This is an optimization exercise on Yosys and OpenROAD, whose aim is small area, not a production implementation.
In this exercise RTL edits were held to simulation tests only and were not proved equivalent to the original.
Power and IR drop assume default switching activity.

File: flow/config.mk
export PLATFORM = sky130hd
export DESIGN_NAME = pipeline_cpu
export DESIGN_NICKNAME = pipeline_cpu
export VERILOG_FILES = /design/flow/design.v
export SDC_FILE = /design/flow/constraint.sdc
export NUM_CORES = 4
export LEC_CHECK = 0
export CAP_MARGIN = 20
export CORE_MARGIN = 2
export CORE_UTILIZATION = 40
export SLEW_MARGIN = 20
File: flow/design.v
`default_nettype none
package cpu_pkg;
    localparam int WORD_W    = 32;
    localparam int REG_IDX_W = 5;
    typedef logic [WORD_W-1:0]    word_t;
    typedef logic [REG_IDX_W-1:0] reg_idx_t;
    typedef logic [4:0]           alu_op_t;
    typedef logic [4:0]           shamt_t;
    typedef logic [16:0]          imm_t;
    localparam logic [4:0] OP_RTYPE = 5'd0;
    localparam logic [4:0] OP_J     = 5'd1;
    localparam logic [4:0] OP_BNE   = 5'd2;
    localparam logic [4:0] OP_JAL   = 5'd3;
    localparam logic [4:0] OP_JR    = 5'd4;
    localparam logic [4:0] OP_ADDI  = 5'd5;
    localparam logic [4:0] OP_BLT   = 5'd6;
    localparam logic [4:0] OP_SW    = 5'd7;
    localparam logic [4:0] OP_LW    = 5'd8;
    localparam alu_op_t ALU_ADD = 5'd0;
    localparam alu_op_t ALU_SUB = 5'd1;
    localparam alu_op_t ALU_AND = 5'd2;
    localparam alu_op_t ALU_OR  = 5'd3;
    localparam alu_op_t ALU_SLL = 5'd4;
    localparam alu_op_t ALU_SRA = 5'd5;
    localparam reg_idx_t REG_ZERO = 5'd0;
    localparam reg_idx_t REG_LINK = 5'd31;
    typedef struct packed {
        logic    reg_write;
        logic    mem_read;
        logic    mem_write;
        logic    use_imm;
        logic    is_bne;
        logic    is_blt;
        logic    is_jump;
        logic    is_jal;
        logic    is_jr;
        alu_op_t alu_op;
    } ctrl_t;
    typedef struct packed {
        logic  valid;
        word_t pc_next;
        word_t insn;
    } fd_t;
    typedef struct packed {
        logic        valid;
        ctrl_t       ctrl;
        reg_idx_t    dest;
        reg_idx_t    src_a;
        reg_idx_t    src_b;
        shamt_t      shamt;
        word_t       imm;
        word_t       a;
        word_t       b;
        word_t       c;
        word_t       pc_next;
        logic [26:0] target;
    } dx_t;
    typedef struct packed {
        logic     valid;
        ctrl_t    ctrl;
        reg_idx_t dest;
        word_t    result;
        word_t    store_data;
    } xm_t;
    typedef struct packed {
        logic     valid;
        ctrl_t    ctrl;
        reg_idx_t dest;
        word_t    result;
        word_t    load_data;
    } mw_t;
endpackage
`default_nettype wire
`default_nettype none
module fetch_unit (
    input  logic           clock,
    input  logic           arst_n,
    input  logic           stall,
    input  logic           redirect,
    input  cpu_pkg::word_t redirect_pc,
    input  cpu_pkg::word_t q_imem,
    output cpu_pkg::word_t address_imem,
    output cpu_pkg::fd_t   fd
);
    cpu_pkg::word_t pc;
    cpu_pkg::word_t pc_plus_one;
    assign pc_plus_one  = pc + 32'd1;
    assign address_imem = pc;
    always_ff @(posedge clock or negedge arst_n) begin
        if (!arst_n) begin
            pc <= '0;
            fd <= '0;
        end else if (redirect) begin
            pc <= redirect_pc;
            fd <= '0;
        end else if (!stall) begin
            pc         <= pc_plus_one;
            fd.valid   <= 1'b1;
            fd.pc_next <= pc_plus_one;
            fd.insn    <= q_imem;
        end
    end
endmodule
`default_nettype wire
`default_nettype none
module decode_stage (
    input  logic              clock,
    input  logic              arst_n,
    input  logic              stall,
    input  logic              redirect,
    input  cpu_pkg::fd_t      fd,
    output cpu_pkg::reg_idx_t ctrl_read_reg_a,
    output cpu_pkg::reg_idx_t ctrl_read_reg_b,
    input  cpu_pkg::word_t    data_read_reg_a,
    input  cpu_pkg::word_t    data_read_reg_b,
    output cpu_pkg::dx_t      dx
);
    logic [4:0] opcode;
    cpu_pkg::reg_idx_t   f_dest;
    cpu_pkg::reg_idx_t   f_src_a;
    cpu_pkg::reg_idx_t   f_src_b;
    cpu_pkg::imm_t       f_imm;
    cpu_pkg::ctrl_t      ctrl;
    logic       i_type;
    logic       dest_on_a;
    assign opcode  = fd.insn[31:27];
    assign f_dest  = fd.insn[26:22];
    assign f_src_a = fd.insn[21:17];
    assign f_src_b = fd.insn[16:12];
    assign f_imm   = fd.insn[16:0];
    always_comb begin
        ctrl        = '0;
        ctrl.alu_op = cpu_pkg::ALU_ADD;
        case (opcode)
            cpu_pkg::OP_RTYPE: begin
                ctrl.reg_write = 1'b1;
                ctrl.alu_op    = fd.insn[6:2];
            end
            cpu_pkg::OP_ADDI: begin
                ctrl.reg_write = 1'b1;
                ctrl.use_imm   = 1'b1;
            end
            cpu_pkg::OP_LW: begin
                ctrl.reg_write = 1'b1;
                ctrl.mem_read  = 1'b1;
                ctrl.use_imm   = 1'b1;
            end
            cpu_pkg::OP_SW: begin
                ctrl.mem_write = 1'b1;
                ctrl.use_imm   = 1'b1;
            end
            cpu_pkg::OP_BNE: ctrl.is_bne = 1'b1;
            cpu_pkg::OP_BLT: ctrl.is_blt = 1'b1;
            cpu_pkg::OP_J:   ctrl.is_jump = 1'b1;
            cpu_pkg::OP_JAL: begin
                ctrl.is_jal    = 1'b1;
                ctrl.reg_write = 1'b1;
            end
            cpu_pkg::OP_JR:  ctrl.is_jr = 1'b1;
            default: ctrl = '0;
        endcase
    end
    assign i_type    = ctrl.use_imm | ctrl.is_bne | ctrl.is_blt;
    assign dest_on_a = i_type | ctrl.is_jr;
    assign ctrl_read_reg_a = dest_on_a ? f_dest : f_src_a;
    assign ctrl_read_reg_b = dest_on_a ? f_src_a : f_src_b;
    always_ff @(posedge clock or negedge arst_n) begin
        if (!arst_n) begin
            dx <= '0;
        end else if (stall || redirect || !fd.valid) begin
            dx <= '0;
        end else begin
            dx.valid   <= 1'b1;
            dx.ctrl    <= ctrl;
            dx.dest    <= ctrl.is_jal ? cpu_pkg::REG_LINK : f_dest;
            dx.src_a   <= f_src_a;
            dx.src_b   <= f_src_b;
            dx.shamt   <= fd.insn[11:7];
            dx.imm     <= {{15{f_imm[16]}}, f_imm};
            dx.a       <= dest_on_a ? data_read_reg_b : data_read_reg_a;
            dx.b       <= data_read_reg_b;
            dx.c       <= data_read_reg_a;
            dx.pc_next <= fd.pc_next;
            dx.target  <= fd.insn[26:0];
        end
    end
endmodule
`default_nettype wire
`default_nettype none
module hazard_bypass (
    input  cpu_pkg::dx_t   dx,
    input  cpu_pkg::xm_t   xm,
    input  cpu_pkg::mw_t   mw,
    input  cpu_pkg::fd_t   fd,
    output logic           stall,
    output cpu_pkg::word_t fwd_a,
    output cpu_pkg::word_t fwd_b,
    output cpu_pkg::word_t fwd_c
);
    logic [4:0] fd_op;
    logic       reads_dest;
    logic       reads_a;
    logic       reads_b;
    logic       load_live;
    logic           x_fwd;
    logic           m_fwd;
    cpu_pkg::word_t m_val;
    function automatic cpu_pkg::word_t bypass(input cpu_pkg::reg_idx_t r, input cpu_pkg::word_t dflt,
                                     input logic x_ok, input cpu_pkg::reg_idx_t x_dest,
                                     input cpu_pkg::word_t x_res,
                                     input logic m_ok, input cpu_pkg::reg_idx_t m_dest,
                                     input cpu_pkg::word_t m_res);
        cpu_pkg::word_t v;
        v = dflt;
        if (r != cpu_pkg::REG_ZERO) begin
            if (x_ok && x_dest == r) begin
                v = x_res;
            end else if (m_ok && m_dest == r) begin
                v = m_res;
            end
        end
        bypass = v;
    endfunction
    assign x_fwd = xm.valid && xm.ctrl.reg_write && !xm.ctrl.mem_read;
    assign m_fwd = mw.valid && mw.ctrl.reg_write;
    assign m_val = mw.ctrl.mem_read ? mw.load_data : mw.result;
    assign fwd_a = bypass(dx.src_a, dx.a, x_fwd, xm.dest, xm.result, m_fwd, mw.dest, m_val);
    assign fwd_b = bypass(dx.src_b, dx.b, x_fwd, xm.dest, xm.result, m_fwd, mw.dest, m_val);
    assign fwd_c = bypass(dx.dest, dx.c, x_fwd, xm.dest, xm.result, m_fwd, mw.dest, m_val);
    assign fd_op = fd.insn[31:27];
    always_comb begin
        reads_dest = 1'b0;
        reads_a    = 1'b0;
        reads_b    = 1'b0;
        case (fd_op)
            cpu_pkg::OP_RTYPE: begin
                reads_a = 1'b1;
                reads_b = 1'b1;
            end
            cpu_pkg::OP_ADDI, cpu_pkg::OP_LW: reads_a = 1'b1;
            cpu_pkg::OP_SW, cpu_pkg::OP_BNE, cpu_pkg::OP_BLT: begin
                reads_a    = 1'b1;
                reads_dest = 1'b1;
            end
            cpu_pkg::OP_JR: reads_dest = 1'b1;
            default: reads_a = 1'b0;
        endcase
    end
    assign load_live = dx.valid && dx.ctrl.mem_read && (dx.dest != cpu_pkg::REG_ZERO);
    assign stall = load_live && fd.valid &&
                   ((reads_dest && fd.insn[26:22] == dx.dest) ||
                    (reads_a    && fd.insn[21:17] == dx.dest) ||
                    (reads_b    && fd.insn[16:12] == dx.dest));
endmodule
`default_nettype wire
`default_nettype none
module execute_stage (
    input  logic           clock,
    input  logic           arst_n,
    input  cpu_pkg::dx_t   dx,
    input  cpu_pkg::word_t fwd_a,
    input  cpu_pkg::word_t fwd_b,
    input  cpu_pkg::word_t fwd_c,
    output logic           redirect,
    output cpu_pkg::word_t redirect_pc,
    output cpu_pkg::xm_t   xm
);
    cpu_pkg::word_t op_a;
    cpu_pkg::word_t op_b;
    cpu_pkg::word_t alu_out;
    logic  taken;
    assign op_a = fwd_a;
    assign op_b = dx.ctrl.use_imm ? dx.imm : fwd_b;
    always_comb begin
        case (dx.ctrl.alu_op)
            cpu_pkg::ALU_ADD: alu_out = op_a + op_b;
            cpu_pkg::ALU_SUB: alu_out = op_a - op_b;
            cpu_pkg::ALU_AND: alu_out = op_a & op_b;
            cpu_pkg::ALU_OR:  alu_out = op_a | op_b;
            cpu_pkg::ALU_SLL: alu_out = op_a << dx.shamt;
            cpu_pkg::ALU_SRA: alu_out = cpu_pkg::word_t'($signed(op_a) >>> dx.shamt);
            default: alu_out = '0;
        endcase
    end
    assign taken = (dx.ctrl.is_bne && (fwd_c != fwd_a)) ||
                   (dx.ctrl.is_blt && ($signed(fwd_c) < $signed(fwd_a)));
    assign redirect = dx.valid &&
                      (taken || dx.ctrl.is_jump || dx.ctrl.is_jal || dx.ctrl.is_jr);
    always_comb begin
        if (dx.ctrl.is_jr) begin
            redirect_pc = fwd_c;
        end else if (dx.ctrl.is_jump || dx.ctrl.is_jal) begin
            redirect_pc = {5'd0, dx.target};
        end else begin
            redirect_pc = dx.pc_next + dx.imm;
        end
    end
    always_ff @(posedge clock or negedge arst_n) begin
        if (!arst_n) begin
            xm <= '0;
        end else begin
            xm.valid      <= dx.valid;
            xm.ctrl       <= dx.ctrl;
            xm.dest       <= dx.dest;
            xm.result     <= dx.ctrl.is_jal ? dx.pc_next : alu_out;
            xm.store_data <= fwd_c;
        end
    end
endmodule
`default_nettype wire
`default_nettype none
module mem_wb_stage (
    input  logic              clock,
    input  logic              arst_n,
    input  cpu_pkg::xm_t      xm,
    output cpu_pkg::word_t    address_dmem,
    output cpu_pkg::word_t    data_dmem,
    output logic              wren,
    input  cpu_pkg::word_t    q_dmem,
    output cpu_pkg::mw_t      mw,
    output logic              ctrl_write_enable,
    output cpu_pkg::reg_idx_t ctrl_write_reg,
    output cpu_pkg::word_t    data_write_reg
);
    assign address_dmem = xm.result;
    assign data_dmem    = xm.store_data;
    assign wren         = xm.valid && xm.ctrl.mem_write;
    always_ff @(posedge clock or negedge arst_n) begin
        if (!arst_n) begin
            mw <= '0;
        end else begin
            mw.valid     <= xm.valid;
            mw.ctrl      <= xm.ctrl;
            mw.dest      <= xm.dest;
            mw.result    <= xm.result;
            mw.load_data <= q_dmem;
        end
    end
    assign ctrl_write_reg = mw.dest;
    assign data_write_reg = mw.ctrl.mem_read ? mw.load_data : mw.result;
    assign ctrl_write_enable = mw.valid && mw.ctrl.reg_write &&
                               (ctrl_write_reg != cpu_pkg::REG_ZERO);
endmodule
`default_nettype wire
`default_nettype none
module pipeline_cpu (
    input  logic              clock,
    input  logic              arst_n,
    output cpu_pkg::word_t    address_imem,
    input  cpu_pkg::word_t    q_imem,
    output cpu_pkg::word_t    address_dmem,
    output cpu_pkg::word_t    data_dmem,
    output logic              wren,
    input  cpu_pkg::word_t    q_dmem,
    output logic              ctrl_write_enable,
    output cpu_pkg::reg_idx_t ctrl_write_reg,
    output cpu_pkg::reg_idx_t ctrl_read_reg_a,
    output cpu_pkg::reg_idx_t ctrl_read_reg_b,
    output cpu_pkg::word_t    data_write_reg,
    input  cpu_pkg::word_t    data_read_reg_a,
    input  cpu_pkg::word_t    data_read_reg_b
);
    cpu_pkg::fd_t   fd;
    cpu_pkg::dx_t   dx;
    cpu_pkg::xm_t   xm;
    cpu_pkg::mw_t   mw;
    logic  stall;
    logic  redirect;
    cpu_pkg::word_t redirect_pc;
    cpu_pkg::word_t fwd_a;
    cpu_pkg::word_t fwd_b;
    cpu_pkg::word_t fwd_c;
    fetch_unit u_fetch (
        .clock        (clock),
        .arst_n       (arst_n),
        .stall        (stall),
        .redirect     (redirect),
        .redirect_pc  (redirect_pc),
        .q_imem       (q_imem),
        .address_imem (address_imem),
        .fd           (fd)
    );
    decode_stage u_decode (
        .clock           (clock),
        .arst_n          (arst_n),
        .stall           (stall),
        .redirect        (redirect),
        .fd              (fd),
        .ctrl_read_reg_a (ctrl_read_reg_a),
        .ctrl_read_reg_b (ctrl_read_reg_b),
        .data_read_reg_a (data_read_reg_a),
        .data_read_reg_b (data_read_reg_b),
        .dx              (dx)
    );
    hazard_bypass u_hazard (
        .dx    (dx),
        .xm    (xm),
        .mw    (mw),
        .fd    (fd),
        .stall (stall),
        .fwd_a (fwd_a),
        .fwd_b (fwd_b),
        .fwd_c (fwd_c)
    );
    execute_stage u_execute (
        .clock       (clock),
        .arst_n      (arst_n),
        .dx          (dx),
        .fwd_a       (fwd_a),
        .fwd_b       (fwd_b),
        .fwd_c       (fwd_c),
        .redirect    (redirect),
        .redirect_pc (redirect_pc),
        .xm          (xm)
    );
    mem_wb_stage u_mem_wb (
        .clock             (clock),
        .arst_n            (arst_n),
        .xm                (xm),
        .address_dmem      (address_dmem),
        .data_dmem         (data_dmem),
        .wren              (wren),
        .q_dmem            (q_dmem),
        .mw                (mw),
        .ctrl_write_enable (ctrl_write_enable),
        .ctrl_write_reg    (ctrl_write_reg),
        .data_write_reg    (data_write_reg)
    );
endmodule
`default_nettype wire
File: flow/run.sh
#!/bin/bash
# synth_recipe.tcl (not shown) runs the flow's synth.tcl, then flattens the netlist and writes it again
# the make line also repeats each setting of config.mk as NAME=value (left out here)
make -C /OpenROAD-flow-scripts/flow DESIGN_CONFIG=/design/flow/config.mk WORK_HOME=/design/flow/orfs CLKGATE_MAP_FILE= SYNTH_SCRIPT=/design/flow/synth_recipe.tcl finish
File: flow/constraint.sdc
create_clock -name core_clock -period 6.5 [get_ports {clock}]
set_input_delay 1.3000 -clock core_clock [delete_from_list [all_inputs] [get_ports {clock}]]
set_output_delay 1.3000 -clock core_clock [all_outputs]
set_load 0.01 [all_outputs]
==> qor.yml <==
sta:
  setup_ws_ns: 0.381
  slew_headroom_pct: 22.5
  period_needed_ns: 6.12
  fmax_mhz: 163
  hold_viol_final: 0
  clock-skew-final_ns: 0.0505
  rsz0062_at_grt: "no"
  tightest_slew_ns: 1.15
  maxSlewViolCount: 0
  setup_viol: 0
  period_share_pct: 94.1
  timing.setup.tns_ns: 0
power:
  finalPower_uw: 23400
  comb_power_share_pct: 66.2
  powerDensity_mw_per_mm2: 690
  ir_drop_uv: 336
  p_int_uw: 11200
  p_sw_uw: 12200
  power_frac_seq_pct: 21.7
  clockPowerShare_pct: 12.1
  power.leakage_uw: 0.0142
  swShare_pct: 52.2
synth:
  synthFlopType: "dfrtp_1"
  synth_cell_types: 93
  synth_area_leaders: "dfrtp_1 (37%), ha_1 (4.3%), nand2_1 (3.8%), a21oi_1 (3.6%), o21ai_0 (3.5%)"
  netlist_instances: 3178
  synth_area_per_cell_sq_um: 8.94
  yosysSeqAreaShare_pct: 36.7
  synth-edff-count: 0
  syn_area_sq_mm: 0.0284
  ys_seq_elements: 417
  synth.net_count: 3408
  synth-async-reset-ratio_pct: 100
  synth_top_area_share_pct: 36.7
  ys_warn_count: 5
  synth_largest_area_cell: "dfrtp_1"
global_routing:
  grt_max_degree: 136
  grt-busiest-layer: "met2"
  grtUsageMet2_pct: 61.5
  grt_pass1_wl_mm: 203
  grt_util_met3_pct: 8.13
  track_usage_pct: 38.5
  antenna_found_initial: 8
  grt_overflow: 0
  grt_pass1_vias: 27378
  met1_usage_pct: 47.2
clock_network:
  cts_root_buffer: "clkbuf_16"
  insertion_delay_ns: 0.62
  ctsHoldBuffers: 0
  clock_sinks: 417
  cts_max_path_buffers: 3
  numCtsBuffers: 48
  clk_pin_slew_worst_paths_ns: 0.06
  htree_levels: 2
  cts_tree: "yes"
floorplan:
  die-area_sq_mm: 0.0732
  die_x_um: 270
  fp-row-count: 97
  start_util_pct: 40.5
  dieHeight_um: 270
  coreArea_sq_mm: 0.0701
  io_pins: 275
critical_path:
  start_kind: "register"
  worstPathRequired_ns: 6.99
  criticalPathCategory: "reg2reg"
  worstPathArrival_ns: 6.61
  max_stage_delay_ns: 0.66
  crit_fanout: 15
  crit_path_cell_trace: "xnor2_1 -> nand4_1 -> nor3_1 -> nor2b_2 -> buf_4 -> a22oi_1 -> o21ai_0 -> buf_4 -> ha_1 -> and3_1 -> nand3_1 -> nor3_1 -> buf_4 -> nand2_1 -> a21o_1 -> and2_1 -> or3_1 -> inv_2 -> nand2_1 -> o311ai_0"
  crit_top_cell: "buf_4"
  end_kind: "register"
  cpMaxStageDelayCell: "nor2b_2"
place:
  place.gp.congestion: 1.05
  dpl_cell_area_sq_mm: 0.0323
  io_buffers: 274
  post-place-ws_ns: 0.562
  dp_hpwl_mm: 113
finish:
  layout_common_cells: "dfrtp_1 (413), nand2_1 (284), clkdlybuf4s50_1 (273)"
  post-route-cell-area_sq_mm: 0.0340
  fin_util_pct: 48.4
  nNetsFinal: 3606
  area_growth_pct: 19.5
  nFillCells: 6779
  final_common_cell: "dfrtp_1"
  drive_gt1_share_pct: 11.2
run_status:
  status: "timing/DRC/antenna clean"
detailed_routing:
  drt_first_pass_iters: 8
  vias_per_cell: 6.40
  ant_nets: 0
  wl_mm: 144
  drc: 0
  wl_per_cell_um: 33.1
  first_iter_violations: 3248
  vias: 27910
worst_hold_path:
  worstHoldPathType: "reg2reg"
flow_run:
  drv_cap: 0
## through the flow
stage          cells  hold slack, ns
6_report        4358           0.349
5_1_grt         4351           0.358
2_1_floorplan   3178           0.331
3_5_place_dp    4266           0.335
4_1_cts         4351           0.348
3_3_place_gp    4265           0.339
## worst paths after layout
path	from	endpoint	slack, ns	cells past startpoint
setup / recovery	u_decode.dx[206]	u_fetch.pc[23]	0.38	20
hold / removal	u_decode.dx[218]	u_execute.xm[80]	0.35	0
setup reg to reg	u_decode.dx[206]	u_fetch.pc[23]	0.38	20
hold reg to reg	u_decode.dx[218]	u_execute.xm[80]	0.35	0
max in group asynchronous	arst_n	u_mem_wb.mw[52]	4.31	2
min in group asynchronous	arst_n	u_decode.dx[55]	0.72	1
## cell type report
type	instances	area, sq um	share of cell area, %
well taps	940	1180	3.46
flip-flops and latches	417	10400	30.7
diodes	7	17.5	0.0516
clock buffers	61	1340	3.95
clock inverters	24	287	0.844
multi-input cells	2397	16400	48.2
inverters	80	300	0.884
repair buffers	432	4020	11.8
## cell families after synthesis
logic type | Yosys count | share of synthesized area [%]
AO/OA/AOI/OAI | 967 | 22.9
buffers and inverters | 364 | 5.86
AND/OR/NAND/NOR | 966 | 16.7
multiplexers | 180 | 7.57
adder cells (fa/ha/maj) | 126 | 5.37
XOR/XNOR | 158 | 4.87
flip-flops | 417 | 36.7
## synth_stat cells (all sizes together), types with 46 or more instances
cell type / count
and2: 150
ha: 98
clkbuf: 174
nand3: 52
a31oi: 46
a22oi: 51
buf: 110
o22ai: 52
inv: 78
o211ai: 47
a21oi: 207
mux2: 58
nor3: 66
xor2: 60
xnor2: 98
o21ai: 210
dfrtp: 417
a21o: 64
nor2: 227
nand2: 285
mux2i: 100
## power by group through the flow
stage | sequential, uW | combinational, uW | clock (uW)
global route | 5140 | 16300 | 2970
global placement | 5050 | 15000 | 0
CTS | 5030 | 15100 | 2850
floorplan | 4330 | 9260 | 0
finish | 5080 | 15500 | 2820
detailed placement | 5070 | 15000 | 0
## metal layers
| metal | vias up | share of wire [%] |
|---|---|---|
| met2 | 1620 | 46 |
| li1 | 11982 | - |
| met1 | 13858 | 38 |
| met5 | - | 0.026 |
| met3 | 444 | 8.2 |
| met4 | 6 | 7.7 |
## flip-flops by register name (all words and copies together), names as in the netlist
register and cells:
u_decode.dx 175, u_execute.xm 73, u_fetch.fd 65, u_fetch.pc 32, u_mem_wb.mw 72
## critical path, delay by kind of cell (launching register included)
family | cells | cell delay (ns)
buf+inv | 4 | 0.89
fa+ha+maj | 1 | 0.38
flops | 1 | 0.56
compound gates | 4 | 1.06
xor+xnor | 1 | 0.16
simple gates | 10 | 2.91
## what timing repair did
action,in CTS,in global routing
buffers inserted,0,0
resized for setup,0,4
endpoints found under the setup margin,0,5

## afterwards: timing with drivers on the ports
How much do the figures lean on ideal ports? The routed layout below was timed once more, with nothing changed but the port constraints. Step 1 assumes that a clkbuf_16 drives the clock port and a buf_2 every other input. Step 2 adds t to the input delays and takes it off the output delays; t is the mean of the earliest and latest rising clock arrival at the registers after step 1. Input paths then give back, and output paths get back, about the clock's delay inside the block. Three values: ideal ports, drivers, drivers and shift; two values: the first two.
shift t [ns]: 0.668
setup slack, ns: 0.381 / 0.381 / 0.381
worst setup path after step 2: register to register
latest minus earliest clock arrival (ns): 0.050 / 0.050
cell pins on the clock port's net: 1
After both steps setup and hold are still met in this run. The setup slack of this run moves by 0.000 ns with the drivers and by 0.000 ns with both steps.
